Source: an optimization exercise on an open RTL-to-GDS flow (aim: small area). Production flows keep margins and buffers that such runs may drop.
In this exercise RTL edits were held to simulation tests only and were not proved equivalent to the original.
Power figures rest on the tool's default switching activity, not on a simulated workload.

## vreg_writeback
module vreg_writeback #(
    parameter int LANES = 16,
    parameter int W     = 32
) (
    input  wire logic               clk,
    input  wire logic               rst,
    input  wire logic               alu_valid,
    output      logic               alu_ready,
    input  wire logic [3:0]         alu_rd,
    input  wire logic               alu_vec,
    input  wire logic [LANES*W-1:0] alu_data,
    input  wire logic               mem_valid,
    output      logic               mem_ready,
    input  wire logic [3:0]         mem_rd,
    input  wire logic               mem_vec,
    input  wire logic [W-1:0]       mem_data,
    output      logic               we3,
    output      logic [3:0]         ra3,
    output      logic [LANES*W-1:0] wd3,
    output      logic               selec_v_s_w,
    output      logic               pend_valid,
    output      logic [3:0]         pend_rd,
    output      logic               pend_vec,
    output      logic               pc_drop
);
Size: about 2900 cells after synthesis, roughly 1000 flip-flops, roughly 35000 µm² of cells after synthesis.
make LEC_CHECK=0 ABC_AREA=1 CAP_MARGIN=20 CORE_AREA='4 4 256 256' DIE_AREA='0 0 260 260' SLEW_MARGIN=20 finish   # period 4.0 ns
run.sh (not shown) runs the stock make flow with config.mk's settings and CLKGATE_MAP_FILE= SYNTH_SCRIPT=/design/flow/synth_recipe.tcl, a recipe that flattens the netlist after the stock synthesis.
The first run failed in 3_2_place_iop.
Rerun with:
Settings changed: CORE_AREA 4 4 256 256 to 4 4 376 376, DIE_AREA 0 0 260 260 to 0 0 380 380.
After rerunning: With this change the flow passed the timing, DRC and antenna checks; area after synthesis stays the same; synthesized cell count stays the same.
Rerun with:
==> flow/flow/run.sh (new file) <==
#!/bin/bash
# Standard ORFS layout with two changes that only affect cell choice:
#  - port buffers use the smallest buffer (buf_1) instead of the default
#  - clock tree built from mid-size clock buffers, without dummy loads
set -euo pipefail
export BUFFER_PORTS_ARGS="-buffer_cell sky130_fd_sc_hd__buf_1"
export CTS_ARGS="-sink_clustering_enable -repair_clock_nets -dont_use_dummy_load -buf_list {sky130_fd_sc_hd__clkbuf_4 sky130_fd_sc_hd__clkbuf_8}"
bash standard.sh > standard.log 2>&1
==> flow/standard.sh (new file) <==
#!/bin/bash
# synth_recipe.tcl (not shown) runs the flow's synth.tcl, then flattens the netlist and writes it again
# the make line also repeats each setting of config.mk as NAME=value (left out here)
make -C /OpenROAD-flow-scripts/flow DESIGN_CONFIG=/design/flow/config.mk WORK_HOME=/design/flow/orfs CLKGATE_MAP_FILE= SYNTH_SCRIPT=/design/flow/synth_recipe.tcl "${@:-finish}"
Settings changed: CORE_AREA 4 4 376 376 to 4 4 256 256, DIE_AREA 0 0 380 380 to 0 0 260 260.
removed: flow/run.sh
After rerunning: The new run ended with an error in 3_2_place_iop on PPL-0024; synthesized area is unchanged; synthesized cell count stays the same.
Rerun with:
==> flow/run.sh (new file) <==
#!/bin/bash
# synth_recipe.tcl (not shown) runs the flow's synth.tcl, then flattens the netlist and writes it again
# the make line also repeats each setting of config.mk as NAME=value (left out here)
make -C /OpenROAD-flow-scripts/flow DESIGN_CONFIG=/design/flow/config.mk WORK_HOME=/design/flow/orfs CLKGATE_MAP_FILE= SYNTH_SCRIPT=/design/flow/synth_recipe.tcl finish
Settings changed: ABC_AREA 1 to default, CORE_AREA 4 4 256 256 to 4 4 376 376, DIE_AREA 0 0 260 260 to 0 0 380 380.
removed: flow/flow/run.sh
removed: flow/standard.sh
Outcome: The changed run completed with no timing, DRC or antenna violations. Area after synthesis came out lower by 9.1%. Synthesized cell count went down by 40%.

========
vreg_writeback, a different RTL version from the one above (not shown whole).
For scale: about 1800 cells after synthesis, about 1000 flip-flops, about 1100 I/O pins.
==> flow/config.mk <==
export PLATFORM = sky130hd
export DESIGN_NAME = vreg_writeback
export DESIGN_NICKNAME = vreg_writeback
export VERILOG_FILES = /design/flow/design.v
export SDC_FILE = /design/flow/constraint.sdc
export NUM_CORES = 4
export LEC_CHECK = 0
export ABC_AREA = 1
export CAP_MARGIN = 20
export CORE_AREA = 4 4 376 376
export DIE_AREA = 0 0 380 380
export SLEW_MARGIN = 20
==> flow/constraint.sdc <==
create_clock -name core_clock -period 4.0 [get_ports {clk}]
set_input_delay 0.8000 -clock core_clock [delete_from_list [all_inputs] [get_ports {clk}]]
set_output_delay 0.8000 -clock core_clock [all_outputs]
set_load 0.01 [all_outputs]
standard.sh (not shown) runs the stock make flow with config.mk's settings and CLKGATE_MAP_FILE= SYNTH_SCRIPT=/design/flow/synth_recipe.tcl, a recipe that flattens the netlist after the stock synthesis.
==> flow/flow/run.sh <==
#!/bin/bash
# Standard ORFS layout with two changes that only affect cell choice:
#  - port buffers use the smallest buffer (buf_1) instead of the default
#  - clock tree built from clkbuf_4/clkbuf_8 with smaller sink clusters and
#    no dummy loads
set -euo pipefail
export BUFFER_PORTS_ARGS="-buffer_cell sky130_fd_sc_hd__buf_1"
export CTS_ARGS="-sink_clustering_enable -repair_clock_nets -dont_use_dummy_load -sink_clustering_size 16 -sink_clustering_max_diameter 50 -buf_list {sky130_fd_sc_hd__clkbuf_4 sky130_fd_sc_hd__clkbuf_8}"
bash standard.sh > standard.log 2>&1
The first run completed with no timing, DRC or antenna violations.
Edit:
==> flow/flow/run.sh (replaced) <==
#!/bin/bash
# Standard ORFS layout with two changes that only affect cell choice:
#  - port buffers use the smallest buffer (buf_1) instead of the default
#  - clock tree built from mid-size clock buffers, without dummy loads
set -euo pipefail
export BUFFER_PORTS_ARGS="-buffer_cell sky130_fd_sc_hd__buf_1"
export CTS_ARGS="-sink_clustering_enable -repair_clock_nets -dont_use_dummy_load -buf_list {sky130_fd_sc_hd__clkbuf_4 sky130_fd_sc_hd__clkbuf_8}"
bash standard.sh > standard.log 2>&1
Count of clock-buffer cells in the layout climbs by 63. Clock skew drops by 0.029 ns. Worst setup slack is worse by 0.098 ns. Non-clock buffer count does not change. Design area climbs by about 2.2%. Synthesized cell count stays the same. Power climbs by 8.8%. Global-route usage climbs by 0.20 points. Synthesized area does not change.

port drivers added, routing unchanged:
How much do the figures lean on ideal ports? The routed layouts below were timed once more, with nothing changed but the port constraints. Step 1, drivers: a clkbuf_16 drives clk and a buf_2 each remaining input, both assumed. Step 2 also shifts input and output timing later by t, the mid clock arrival at the registers, as if the neighbouring blocks saw the same clock. Three values: ideal, step 1, step 2; two values: the first two.
run | t, ns | slack for setup (ns) | cell pins on the clock port's net
the second run of note 1 | 0.770 | 0.244 / 0.180 / 0.950 | 1
the fourth run of note 1 | 0.760 | 0.102 / 0.040 / 0.513 | 1
the first run of note 2 | 0.804 | 1.043 / 0.987 / 1.353 | 1
the second run of note 2 | 0.865 | 0.945 / 0.890 / 1.393 | 1
After both steps setup and hold are still met in every run listed.
